Context: an optimization exercise on an open-source flow, tuned for small area. The choices shown serve that exercise and are no tape-out recipe.
Function was checked by simulation only, so behaviour that the tests miss may differ from the original.
No driver is modelled on the clock port, so clocking that relies on it looks cheaper here than on a real chip.
No activity file was given, so power comes from the tool's default toggle rates.

// face_erode
module face_erode #(
   parameter logic [11:0] H_DISP = 12'd480,
   parameter logic [11:0] V_DISP = 12'd272
) (
   input  logic        clk,
   input  logic        rst,
   input  logic        face_hsync,
   input  logic        face_vsync,
   input  logic [7:0]  face_data,
   input  logic        face_de,
   output logic        ero_hsync,
   output logic        ero_vsync,
   output logic [7:0]  ero_data,
   output logic        ero_de
);
Size in the first run: about 940 cells after synthesis, about 780 flip-flops, ~0.024 mm2 of cells after synthesis.
==> flow/config.mk <==
export PLATFORM = sky130hd
export DESIGN_NAME = face_erode
export DESIGN_NICKNAME = face_erode
export VERILOG_FILES = /design/flow/design.v
export SDC_FILE = /design/flow/constraint.sdc
export NUM_CORES = 4
export LEC_CHECK = 0
export ABC_AREA = 1
export CAP_MARGIN = 0
export CORE_MARGIN = 2
export CORE_UTILIZATION = 70
export PLACE_DENSITY = 0.8
export SLEW_MARGIN = 0
==> flow/constraint.sdc <==
create_clock -name core_clock -period 8.0 [get_ports {clk}]
set_input_delay 1.6000 -clock core_clock [delete_from_list [all_inputs] [get_ports {clk}]]
set_output_delay 1.6000 -clock core_clock [all_outputs]
set_load 0.01 [all_outputs]
standard.sh (not shown) runs the stock make flow with config.mk's settings and CLKGATE_MAP_FILE= SYNTH_SCRIPT=/design/flow/synth_recipe.tcl, a recipe that flattens the netlist after the stock synthesis.
==> flow/flow/run.sh <==
#!/bin/bash
# Standard layout, with CTS told not to add dummy loads, port buffers of the
# smallest buffer, and leaf clock buffers sized down to a clock-pin slew target
# after CTS (flow/leaf_size.tcl). Each tool's output goes to its own log here
# and under orfs/logs.
set -euo pipefail
export CTS_ARGS="-sink_clustering_enable -repair_clock_nets -dont_use_dummy_load -sink_clustering_size 22 -sink_clustering_max_diameter 35 -buf_list {sky130_fd_sc_hd__clkbuf_8}"
export BUFFER_PORTS_ARGS="-buffer_cell sky130_fd_sc_hd__buf_1"
export POST_CTS_TCL="$PWD/flow/leaf_size.tcl"
export LEAF_SLEW_TARGET_PS=116
export RECOVER_POWER=1
bash standard.sh finish > standard_finish.log 2>&1
==> flow/flow/leaf_size.tcl <==
# POST_CTS hook: give each leaf clock buffer the smallest clkbuf size whose
# flip-flop clock pins all see a slew under the target (placement estimate).
set leaf_sizes {sky130_fd_sc_hd__clkbuf_1 sky130_fd_sc_hd__clkbuf_2 sky130_fd_sc_hd__clkbuf_4 sky130_fd_sc_hd__clkbuf_8 sky130_fd_sc_hd__clkbuf_16}
set target [expr {$::env(LEAF_SLEW_TARGET_PS) * 1e-12}]

proc pin_worst_slew {pin} {
  set w 0
  foreach e {rise fall} {
    foreach a {min max} {
      set s [sta::time_ui_sta [get_property $pin slew_${a}_$e]]
      if {$s > $w} { set w $s }
    }
  }
  return $w
}

proc leaf_sinks {inst} {
  set out [get_pins -of_objects $inst -filter "direction==output"]
  set net [get_nets -of_objects $out]
  set sinks {}
  foreach p [get_pins -of_objects $net -filter "direction==input"] {
    if {[get_property $p is_clock] || [string match */CLK [get_full_name $p]]} { lappend sinks $p }
  }
  return $sinks
}

proc worst_of {pins} {
  set w 0
  foreach p $pins { set s [pin_worst_slew $p]; if {$s > $w} { set w $s } }
  return $w
}

estimate_parasitics -placement
set leaves {}
foreach inst [get_cells *] {
  if {![string match "sky130_fd_sc_hd__clkbuf*" [get_property $inst ref_name]]} continue
  set sinks [leaf_sinks $inst]
  set ff 0
  foreach p $sinks { if {[string match */CLK [get_full_name $p]]} { incr ff } }
  if {$ff > 0} { lappend leaves [list $inst $sinks] }
}
puts "leaf_size: [llength $leaves] leaf clock buffers, target [expr {$target * 1e12}] ps"
for {set pass 0} {$pass < 3} {incr pass} {
  set changed 0
  foreach l $leaves {
    lassign $l inst sinks
    set name [get_full_name $inst]
    set cur [get_property $inst ref_name]
    set pick [lindex $leaf_sizes end]
    foreach m $leaf_sizes {
      replace_cell $name $m
      if {[worst_of $sinks] <= $target} { set pick $m; break }
    }
    replace_cell $name $pick
    if {$pick ne $cur} { incr changed }
  }
  set w 0
  foreach p [all_registers -clock_pins -edge_triggered] { set s [pin_worst_slew $p]; if {$s > $w} { set w $s } }
  puts "leaf_size: pass $pass changed $changed worst clock-pin slew [expr {$w * 1e12}] ps"
  if {$changed == 0} break
}
# Then the clock buffers above the leaves, smallest first, as long as no
# clock pin goes over the target.
proc worst_clk_pin {} {
  set w 0
  foreach p [all_registers -clock_pins -edge_triggered] { set s [pin_worst_slew $p]; if {$s > $w} { set w $s } }
  return $w
}
set leaf_names {}
foreach l $leaves { lappend leaf_names [get_full_name [lindex $l 0]] }
foreach inst [get_cells *] {
  set name [get_full_name $inst]
  if {![string match "sky130_fd_sc_hd__clkbuf*" [get_property $inst ref_name]]} continue
  if {[lsearch -exact $leaf_names $name] >= 0} continue
  set cur [get_property $inst ref_name]
  set pick $cur
  foreach m $leaf_sizes {
    if {$m eq $cur} break
    replace_cell $name $m
    if {[worst_clk_pin] <= $target && [sta::max_slew_violation_count] == 0} { set pick $m; break }
  }
  replace_cell $name $pick
  puts "leaf_size: tree buffer $name $cur -> $pick"
}
if {$::env(RECOVER_POWER)} {
  repair_timing -recover_power 100
}
detailed_placement
estimate_parasitics -placement
set w 0
foreach p [all_registers -clock_pins -edge_triggered] { set s [pin_worst_slew $p]; if {$s > $w} { set w $s } }
puts "leaf_size: after legalisation worst clock-pin slew [expr {$w * 1e12}] ps"
report_worst_slack -min
report_worst_slack -max
The starting point aborted during clock tree synthesis (4_1_cts).
Then changed:
--- a/flow/flow/run.sh
+++ b/flow/flow/run.sh
@@ -11 +10,0 @@
-export RECOVER_POWER=1
--- a/flow/flow/leaf_size.tcl
+++ b/flow/flow/leaf_size.tcl
@@ -62,26 +61,0 @@
-# Then the clock buffers above the leaves, smallest first, as long as no
-# clock pin goes over the target.
-proc worst_clk_pin {} {
-  set w 0
-  foreach p [all_registers -clock_pins -edge_triggered] { set s [pin_worst_slew $p]; if {$s > $w} { set w $s } }
-  return $w
-}
-set leaf_names {}
-foreach l $leaves { lappend leaf_names [get_full_name [lindex $l 0]] }
-foreach inst [get_cells *] {
-  set name [get_full_name $inst]
-  if {![string match "sky130_fd_sc_hd__clkbuf*" [get_property $inst ref_name]]} continue
-  if {[lsearch -exact $leaf_names $name] >= 0} continue
-  set cur [get_property $inst ref_name]
-  set pick $cur
-  foreach m $leaf_sizes {
-    if {$m eq $cur} break
-    replace_cell $name $m
-    if {[worst_clk_pin] <= $target && [sta::max_slew_violation_count] == 0} { set pick $m; break }
-  }
-  replace_cell $name $pick
-  puts "leaf_size: tree buffer $name $cur -> $pick"
-}
-if {$::env(RECOVER_POWER)} {
-  repair_timing -recover_power 100
-}
- ABC_AREA: 1 -> default
After rerunning: With this change the flow completed with no timing, DRC or antenna violations; synthesized cell count drops by 2.1%; area after synthesis barely changes.
Then changed:
--- a/flow/flow/run.sh
+++ b/flow/flow/run.sh
@@ -7 +7 @@
-export CTS_ARGS="-sink_clustering_enable -repair_clock_nets -dont_use_dummy_load -sink_clustering_size 22 -sink_clustering_max_diameter 35 -buf_list {sky130_fd_sc_hd__clkbuf_8}"
+export CTS_ARGS="-sink_clustering_enable -repair_clock_nets -dont_use_dummy_load -sink_clustering_size 30 -sink_clustering_max_diameter 45 -buf_list {sky130_fd_sc_hd__clkbuf_16}"
- ABC_AREA: default -> 1
Effect: The new run produced a clean layout. Wire length goes up by a few percent. First-iteration DRC count goes up by about a fifth. Total power goes up by a few percent. Global-route usage goes up by 0.50 points. Cell area is about the same. Core utilization hardly moves.
Then changed:
--- a/flow/flow/run.sh
+++ b/flow/flow/run.sh
@@ -7 +7 @@
-export CTS_ARGS="-sink_clustering_enable -repair_clock_nets -dont_use_dummy_load -sink_clustering_size 30 -sink_clustering_max_diameter 45 -buf_list {sky130_fd_sc_hd__clkbuf_16}"
+export CTS_ARGS="-sink_clustering_enable -repair_clock_nets -dont_use_dummy_load -sink_clustering_size 22 -sink_clustering_max_diameter 35 -buf_list {sky130_fd_sc_hd__clkbuf_8}"
- hold slack improved by 3.9 ps
- core utilization falls by 0.13 points
- total power falls by 3.3%
- wire length falls by 9.6%
- clock-buffer cell count rises by 31
- worst setup slack improved by 340 ps
- cell count rises by 2.1%

The RTL this note starts from:
==> flow/design.v <==
module face_erode #(
   parameter logic [11:0] H_DISP = 12'd480,
   parameter logic [11:0] V_DISP = 12'd272
) (
   input  logic        clk,
   input  logic        rst,
   input  logic        face_hsync,
   input  logic        face_vsync,
   input  logic [7:0]  face_data,
   input  logic        face_de,
   output logic        ero_hsync,
   output logic        ero_vsync,
   output logic [7:0]  ero_data,
   output logic        ero_de
);
   localparam int NW = int'(H_DISP) / 5;    
   logic [7:0]  r_chain [NW-1];    
   logic [7:0]  r_s;               
   logic [2:0]  r_ph;              
   logic [1:0]  r_row;             
   logic [1:0]  r_win;             
   logic        r_e;
   logic        r_hs_d1;
   logic        r_vs_d1;
   logic        r_de_d1;
   logic        r_ero;
   logic        w_b;
   logic [1:0]  w_t;
   logic [1:0]  w_tn;
   logic        w_c;
   logic [7:0]  w_s;
   logic        w_last;
   assign w_b    = |face_data;
   assign w_t    = (r_s >= 8'd162) ? 2'd2 : (r_s >= 8'd81) ? 2'd1 : 2'd0;
   assign w_c    = w_b & w_t[1];
   assign w_tn   = w_b ? (w_t[1] | w_t[0] ? 2'd2 : 2'd1) : 2'd0;
   assign w_s    = 8'(r_s * 3) + 8'(w_t * 13) + 8'(w_tn);
   assign w_last = (r_ph == 3'd4);
   always_ff @(posedge clk) begin
      if (face_de && w_last) begin
         r_chain[0] <= w_s;
         for (int i = 1; i < NW - 1; i++) r_chain[i] <= r_chain[i-1];
      end
   end
   always_ff @(posedge clk) begin
      if (face_de) r_s <= w_last ? r_chain[NW-2] : w_s;
   end
   always_ff @(posedge clk or posedge rst) begin
      if (rst) begin
         r_ph    <= 3'd0;
         r_row   <= 2'd0;
         r_win   <= 2'd0;
         r_e     <= 1'b0;
         r_hs_d1 <= 1'b0;
         r_vs_d1 <= 1'b0;
         r_de_d1 <= 1'b0;
      end else begin
         if (face_de) r_ph <= w_last ? 3'd0 : r_ph + 3'd1;
         if (face_vsync && !r_vs_d1) r_row <= 2'd0;
         else if (r_de_d1 && !face_de && !r_row[1]) r_row <= r_row + 2'd1;
         r_win   <= face_de ? {r_win[0], w_c} : 2'd0;
         r_e     <= face_de & w_c & (&r_win) & r_row[1];
         r_hs_d1 <= face_hsync;
         r_vs_d1 <= face_vsync;
         r_de_d1 <= face_de;
      end
   end
   always_ff @(posedge clk or posedge rst) begin
      if (rst) begin
         ero_hsync <= 1'b0;
         ero_vsync <= 1'b0;
         ero_de    <= 1'b0;
         r_ero     <= 1'b0;
      end else begin
         ero_hsync <= r_hs_d1;
         ero_vsync <= r_vs_d1;
         ero_de    <= r_de_d1;
         r_ero     <= r_e;
      end
   end
   assign ero_data = {8{r_ero}};
endmodule
export LEC_CHECK = 0
export ABC_AREA = 1
export CAP_MARGIN = 0
export CORE_MARGIN = 2
export CORE_UTILIZATION = 70
export PLACE_DENSITY = 0.8
export SLEW_MARGIN = 0
create_clock -name core_clock -period 8.0 [get_ports {clk}]
==> flow/flow/run.sh <==
#!/bin/bash
# Standard layout, with CTS told not to add dummy loads and port buffers of the
# smallest buffer. Each tool's output goes to its own log here and under orfs/logs.
set -euo pipefail
export CTS_ARGS="-sink_clustering_enable -repair_clock_nets -dont_use_dummy_load -sink_clustering_size 30 -sink_clustering_max_diameter 50 -buf_list {sky130_fd_sc_hd__clkbuf_8 sky130_fd_sc_hd__clkbuf_16}"
export BUFFER_PORTS_ARGS="-buffer_cell sky130_fd_sc_hd__buf_1"
bash standard.sh finish > standard_finish.log 2>&1
Rerun with:
--- a/flow/flow/run.sh
+++ b/flow/flow/run.sh
@@ -5 +5 @@
-export CTS_ARGS="-sink_clustering_enable -repair_clock_nets -dont_use_dummy_load -sink_clustering_size 30 -sink_clustering_max_diameter 50 -buf_list {sky130_fd_sc_hd__clkbuf_8 sky130_fd_sc_hd__clkbuf_16}"
+export CTS_ARGS="-sink_clustering_enable -repair_clock_nets -dont_use_dummy_load -sink_clustering_size 22 -sink_clustering_max_diameter 35 -buf_list {sky130_fd_sc_hd__clkbuf_8}"
What happened:
- wire length is lower by a few percent
- core utilization is higher by 0.12 points
- non-clock buffer count is unchanged
- register-to-register slack hardly moves
- global-route usage is lower by 0.88 points
- setup slack improves by 0.060 ns
- die area stays the same
- hold slack degrades by 0.0031 ns
- count of clock-buffer cells in the layout is higher by 39
Rerun with:
==> flow/run.sh (new file) <==
#!/bin/bash
# synth_recipe.tcl (not shown) runs the flow's synth.tcl, then flattens the netlist and writes it again
# the make line also repeats each setting of config.mk as NAME=value (left out here)
make -C /OpenROAD-flow-scripts/flow DESIGN_CONFIG=/design/flow/config.mk WORK_HOME=/design/flow/orfs CLKGATE_MAP_FILE= SYNTH_SCRIPT=/design/flow/synth_recipe.tcl finish
--- a/flow/config.mk
+++ b/flow/config.mk
@@ -8,2 +8 @@
-export ABC_AREA = 1
-export CAP_MARGIN = 0
+export CAP_MARGIN = 20
@@ -11,0 +11 @@
+export CTS_BUF_LIST = sky130_fd_sc_hd__clkbuf_4 sky130_fd_sc_hd__clkbuf_8
@@ -13 +13 @@
-export SLEW_MARGIN = 0
+export SLEW_MARGIN = 20
removed: flow/flow/run.sh
removed: flow/standard.sh
Result: Synthesized area rose by 0.62%. Clock-buffer cell count rose by 73. Register-to-register slack is worse by 0.78 ns. Wire length rose by 8.2%.

==> separate check: timing with driven ports <==
The results above use ideal ports. As a check the final layouts listed here were re-extracted and re-timed, cells and wires unchanged. Step 1 sets driving cells, clkbuf_16 on the clock port and buf_2 on the other inputs (assumed; they add their load-dependent delay and slew). Step 2 moves the port delays by t, midway between the first and last clock arrival at a register: inputs arrive t later, outputs are due t later. That takes back most of the time a late clock gives input paths. Slacks: ideal ports / drivers / drivers and shift; pairs: ideal ports / drivers.
| run | t (ns) | slack for setup (ns) | hold WS [ns] | cell pins on the clock port's net |
|---|---|---|---|---|
| the second run of note 1 | 0.637 | 3.638 / 3.638 / 3.164 | 0.332 / 0.332 / 0.332 | 1 |
| the third run of note 1 | 0.589 | 3.769 / 3.769 / 3.646 | 0.371 / 0.371 / 0.371 | 1 |
| the fourth run of note 1 | 0.641 | 4.113 / 4.113 / 3.785 | 0.375 / 0.375 / 0.375 | 1 |
| the first run of note 2 | 0.605 | 3.739 / 3.762 / 3.157 | 0.349 / 0.349 / 0.349 | 1 |
| the second run of note 2 | 0.640 | 3.798 / 3.817 / 3.177 | 0.346 / 0.346 / 0.346 | 1 |
| the third run of note 2 | 0.720 | 3.008 / 3.031 / 2.310 | 0.349 / 0.349 / 0.349 | 1 |
After both steps every run listed still meets setup and hold. For the third run of note 2, which loses most, drivers alone change the setup slack by +0.023 ns; drivers and shift together by -0.698 ns.
